What follows belongs to an exercise in optimizing a design on an open flow for small area; a production flow would make more cautious choices. In this exercise RTL edits were held to simulation tests only and were not proved equivalent to the original. Power and IR drop assume default switching activity.

==> design/flow/run.sh <==
#!/bin/bash
# synth_recipe.tcl (not shown) runs the flow's synth.tcl, then flattens the netlist and writes it again
# the make line also repeats each setting of config.mk as NAME=value (left out here)
make -C /OpenROAD-flow-scripts/flow DESIGN_CONFIG=/design/flow/config.mk WORK_HOME=/design/flow/orfs CLKGATE_MAP_FILE= SYNTH_SCRIPT=/design/flow/synth_recipe.tcl finish
==> design/flow/design.v <==
package edge_pkg;
    localparam int FRAME_W      = 16;
    localparam int FRAME_H      = 8;
    localparam int FRAME_PIXELS = FRAME_W * FRAME_H;
    localparam int ADDR_W       = $clog2(FRAME_PIXELS);
    localparam int EDGE_TH = 24;
    typedef struct packed {
        logic [7:0] r;
        logic [7:0] g;
        logic [7:0] b;
    } rgb_t;
    typedef struct packed {
        logic              we;
        logic [ADDR_W-1:0] addr;
        rgb_t              rgb;
    } pixel_wr_t;
    typedef struct packed {
        logic valid;
        logic first;   
        rgb_t rgb;
    } pixel_stream_t;
    typedef struct packed {
        logic valid;
        logic last;    
        logic edge_bit;
    } edge_stream_t;
endpackage
`timescale 1ns/1ns
module edge_top (
    input  logic       clk,
    input  logic       reset,
    input  logic       i_byte_valid,
    input  logic [7:0] i_byte,
    output logic       o_out_valid,
    output logic [7:0] o_out_byte,
    output logic       o_frame_done
);
    logic [1:0] phase;    
    logic [6:0] pix;      
    logic [9:0] acc;      
    logic [7:0] prev;     
    wire ph_b = phase[1];
    wire ph_g = phase[0];
    wire bw   = i_byte_valid && ph_b;            
    wire [9:0] sum  = acc + {2'b00, i_byte};
    wire [7:0] grey = sum[9:2];
    wire       e    = (grey > prev) ? ((grey - prev) > 8'd24) : ((prev - grey) > 8'd24);
    always_ff @(posedge clk) begin
        if (reset) begin
            phase <= 2'd0;
            pix   <= '0;
        end else if (i_byte_valid) begin
            phase <= ph_b ? 2'd0 : phase + 2'd1;
            if (ph_b)
                pix <= pix + 7'd1;
        end
    end
    always_ff @(posedge clk) begin
        if (i_byte_valid) begin
            if (ph_b)
                prev <= grey;
            else if (ph_g)
                acc <= acc + {1'b0, i_byte, 1'b0};
            else
                acc <= {2'b00, i_byte};
        end
    end
    logic [7:0] rc;
    logic [7:0] out_sr;
    wire        rd     = rc[7];
    wire        active = |rc;
    wire        e0     = bw && (pix == 7'd127);
    always_ff @(posedge clk) begin
        if (reset)
            rc <= '0;
        else if (e0)
            rc <= 8'd124;
        else if (active)
            rc <= rc + 8'd1;
    end
    always_ff @(posedge clk) begin
        if (reset)
            o_out_valid <= 1'b0;
        else
            o_out_valid <= rd && (rc[2:0] == 3'd7);
    end
    assign o_frame_done = o_out_valid && !active;
    assign o_out_byte   = out_sr;
    logic x1, x2;
    logic [4:0] s0;
    always_ff @(posedge clk) begin
        if (bw && pix == 7'd1)
            x1 <= e;
        if (bw && pix == 7'd2)
            x2 <= e;
    end
    wire wcol0 = (pix[3:0] == 4'd0);
    wire rcol0 = (rc[3:0] == 4'd0);
    wire w0 = bw && (pix[6:3] == 4'd0) && (pix[2] || (pix[1] && pix[0]));
    wire r0 = rd && (rc[6:3] == 4'd0) && (rc[2] || (rc[1] && rc[0]));
    always_ff @(posedge clk) begin
        if (w0 || r0)
            s0 <= {e, s0[4:1]};
    end
    logic [15:0] lsb;
    assign lsb[0] = (rc[2:0] == 3'd1) ? x1 : (rc[2:0] == 3'd2) ? x2 : s0[0];
    genvar k;
    generate
        for (k = 1; k < 16; k++) begin : g_slot
            localparam int W = (k % 2) ? 8 : 7;
            logic [W-1:0] s;
            wire wk = bw && (pix[6:3] == k) && !wcol0;
            wire rk = rd && (rc[6:3] == k) && !rcol0;
            always_ff @(posedge clk) begin
                if (wk || rk)
                    s <= {e, s[W-1:1]};
            end
            assign lsb[k] = s[0];
        end
    endgenerate
    wire ser = !rcol0 && lsb[rc[6:3]];
    always_ff @(posedge clk)
        out_sr <= {ser, out_sr[7:1]};
endmodule
==> design/flow/constraint.sdc <==
create_clock -name core_clock -period 10.0 [get_ports {clk}]
set_input_delay 2.0000 -clock core_clock [delete_from_list [all_inputs] [get_ports {clk}]]
set_output_delay 2.0000 -clock core_clock [all_outputs]
set_load 0.01 [all_outputs]
==> design/flow/config.mk <==
export PLATFORM = sky130hd
export DESIGN_NAME = edge_top
export DESIGN_NICKNAME = edge_top
export VERILOG_FILES = /design/flow/design.v
export SDC_FILE = /design/flow/constraint.sdc
export NUM_CORES = 4
export LEC_CHECK = 0
export CAP_MARGIN = 20
export CORE_MARGIN = 2
export CORE_UTILIZATION = 40
export SLEW_MARGIN = 20
==> summary.txt <==
## final cells by class
| type | count | share of cell area |
|---|---|---|
| inverter | 42 | 0.0197 |
| tap | 225 | 0.0352 |
| multi-input combinational | 285 | 0.267 |
| timing repair buffer | 21 | 0.0260 |
| sequential | 164 | 0.584 |
| clock buffer | 17 | 0.0532 |
| clock inverter | 13 | 0.0157 |
## worst paths after layout
| check | endpoint | slack (ns) | cells past startpoint |
|---|---|---|---|
| setup / recovery | x1 | 4.10 | 17 |
| setup reg to reg | x1 | 5.73 | 16 |
| hold / removal | out_sr[4] | 0.35 | 0 |
| hold reg to reg | out_sr[4] | 0.35 | 0 |
## registers in the layout, indices dropped and copies added, names as in the netlist, 2 cells and up
signal	flops
g_slot.s	113
out_sr	8
s0	5
prev	8
rc	8
pix	7
phase	2
acc	10
## layout by cell type, fill, tap and decap left out, types with 4 or more instances in the layout
master,n
nand3b_1,6
clkbuf_16,17
mux4_2,5
dfxtp_1,26
inv_1,41
nand3_1,11
o22ai_1,15
nand4_1,4
nor2b_1,7
a21o_1,6
a211oi_1,4
or2_2,5
ha_1,39
or3_1,5
a31oi_1,4
and2_1,6
and3_1,4
edfxtp_1,138
nor3_1,8
a21oi_1,29
inv_6,4
nor2_1,22
nand2_1,20
nor3b_1,4
clkdlybuf4s50_1,20
xnor2_1,17
xor2_1,7
o21ai_0,21
## metal layers
layer  vias to the layer above  track usage
li1                       1923            -
met2                        81        0.223
met5                         -            0
met1                      1901        0.175
met3                        15       0.0421
met4                         0       0.0544
## worst max-delay path: cells and delay by family
kind	cells	cell delay [ns]
AOI/OAI and AO/OA	8	1.68
buffers and inverters	2	0.69
xor gates and xnor gates	1	0.13
and+or+nand+nor	4	0.80
adders and majority gates	2	0.75
## Yosys cell counts, types with 5 or more instances
cell,n,share of area
nor2b_1,7,0.0063
nand3_1,11,0.0079
inv_1,41,0.022
clkbuf_1,10,0.0054
a21o_1,6,0.0064
nand2_1,20,0.011
xor2_1,7,0.0088
and2_1,6,0.0054
or3_1,5,0.0045
edfxtp_1,138,0.59
nor3_1,8,0.0057
or2_2,5,0.0045
nand3b_1,6,0.0064
xnor2_1,17,0.021
o22ai_1,15,0.013
nor2_1,22,0.012
dfxtp_1,26,0.074
a21oi_1,29,0.021
o21ai_0,21,0.015
mux4_2,5,0.016
ha_1,39,0.070
## cells by family (layout without fill, tap and decap cells)
group,after synthesis,count (layout),synth area share
AOI/OAI and AO/OA,97,97,0.0867
xor gates and xnor gates,24,24,0.0301
adders and majority gates,41,41,0.0756
buffers and inverters,53,93,0.0285
DFF,164,164,0.668
muxes,8,8,0.0209
and+or+nand+nor,115,115,0.0908
## power groups by stage
stage	combinational [W]	clock [W]	sequential, W
2_1_floorplan	0.000156	0	0.000775
3_3_place_gp	0.000204	0	0.000776
3_5_place_dp	0.000210	0	0.000776
4_1_cts	0.000212	0.000628	0.000762
5_1_grt	0.000236	0.000653	0.000762
6_report	0.000212	0.000608	0.000761
## per-stage QoR
step           worst slack, ns  cells
6_report                  4.10    767
5_1_grt                   3.81    767
4_1_cts                   4.13    767
3_5_place_dp              3.71    737
3_3_place_gp              3.90    737
2_1_floorplan             4.17    502
==> results.toml <==
[min_path]
hold_path_startpoint = "out_sr[5]"
kind_of_path_behind_the_tightest_hold_check = "reg -> reg"

[timing]
rsz0062_at_grt = "no"
finalSetupTns_ns = 0
hold_violations_final = 0
setup_viol_count_final = 0
worst_clock_skew_ns = 0.00923
final.min_clock_period_ns = 5.90
period_utilization_post_route = 0.590
worst_pin_slew_ns = 1.01
maxClockFrequency_mhz = 170
relSlewSlack = 0.324
worst_hold_slack_ns = 0.349
report.final.slew_viol_count = 0

[clock_network]
tritoncts_clock_tree = "yes"
cts.repair_timing.setup_buffer_count = 0
clkTransAtPathRegs_ns = 0.06
insertion_delay_ns = 0.42
clkSinkCount = 164
cts-resized-gates = 0
cts_made_buffers = 17
h-tree-depth = 4
clock-root-buffer = "clkbuf_16"
largest_buffer_count_on_any_clock_path = 2
cts.hold.buffers_added = 0

[die]
fp_rows = 48
dieWidth_um = 136
ios = 21
die_area_mm2 = 0.0185
start_util = 0.407
core_mm2 = 0.0172
chipHeight_um = 136

[finish]
layout-drive-gt1-share = 0.101
stdcell_area_mm2 = 0.00799
numnets_final = 583
fin_util = 0.465
area_growth_pct = 14.4
num_antenna_cells = 0
seq_area_mm2 = 0.00466
final.fill_count = 1563
multiInputGateArea_mm2 = 0.00213

[place]
placed_area_mm2 = 0.00744
place_hpwl_um = 8160
gp_congestion = 0.798
port-buffer-count = 20

[drt]
route.layer.met1.wl_um = 5490
final_antenna_net_count = 0
met2WireLength_um = 5710
avgRoutedWirePerCell_um = 15.4
detail_route.first_pass.iterations = 5
highest_metal_used = "met4"
detailroute.wirelength.met3_um = 421
detail_route.vias_per_cell = 5.11
wl_um = 11800
drt_iter0_markers = 278
post-route-drc-count = 0
route.vias.total = 3920

[setup_path]
setup.worst_path.end_class = "register"
path_type_of_the_worst_setup_path = "in -> reg"
critical_path.max_fanout = 18
critPathMostFrequentCell = "ha_1"
crit_path_cell_trace = "clkdlybuf4s50_1 -> ha_1 -> a21oi_1 -> a21o_1 -> a31oi_1 -> or2_2 -> and2_1 -> nor2_1 -> xnor2_1 -> ha_1 -> nand4_1 -> o32a_1 -> o31ai_1 -> o21ai_0 -> a211oi_1 -> o32ai_2 -> buf_4"
cp_slowest_cell = "clkdlybuf4s50_1"
setup.worst_path.start = "i_byte[2]"
worstReg2RegStart = "acc[2]"
critPathRequiredTime_ns = 10.15
arrival_ns = 6.04
critical_path.max_stage_delay_ns = 0.46
start_kind = "input pin"

[power_and_ir_drop]
internal_power_w = 0.00119
p_sw_frac = 0.247
total_leakage_power_nw = 2.75
p_comb_frac = 0.134
power_density_mw_per_mm2 = 198
switching_power_w = 0.000390
sequentialPowerShare = 0.481
power.total_w = 0.00158
clock_power_share = 0.385
max-vdd-ir-drop_uv = 206

[synth]
ys.warnings.count = 1
syn-mean-instance-area_um2 = 13.9
ys_seq_area_frac = 0.668
synthCells = 502
postSynthRegisterBits = 164
asyncSetResetFlopFracSynth = 0
netlist_area_mm2 = 0.00699
synth.net_count = 554
post_synth_num_cell_types = 54
synth-edff-count = 138
synth_ff_type = "edfxtp_1"

[global_route]
overflow = 0
grt_max_degree = 19
initial_antenna_violation_count = 0
grtUsageTotal = 0.138
wire_length_of_the_first_global_routing_pass_um = 19600
grt_pass1_vias = 3873

[run_status]
outcome = "timing/DRC/antenna clean"

[job]
cap_violations = 0

-- afterwards: timing with drivers on the ports --
The results above use ideal ports. As a check the final layout listed here was re-extracted and re-timed, cells and wires unchanged. Step 1, drivers: a clkbuf_16 drives clk and a buf_2 each remaining input, both assumed. Step 2 times the ports against the registers' clock, not the clock port: input delays grow and output delays shrink by t, the midpoint of the rising clock arrivals with the driver on. Three values: ideal, step 1, step 2; two values: the first two.
shift t [ns]: 0.457
setup WS [ns]: 4.105 / 4.122 / 3.665
clock arrival spread, ns: 0.010 / 0.010
After both steps this run still meets setup and hold. For this run, drivers alone change the setup slack by +0.017 ns; drivers and shift together by -0.440 ns.
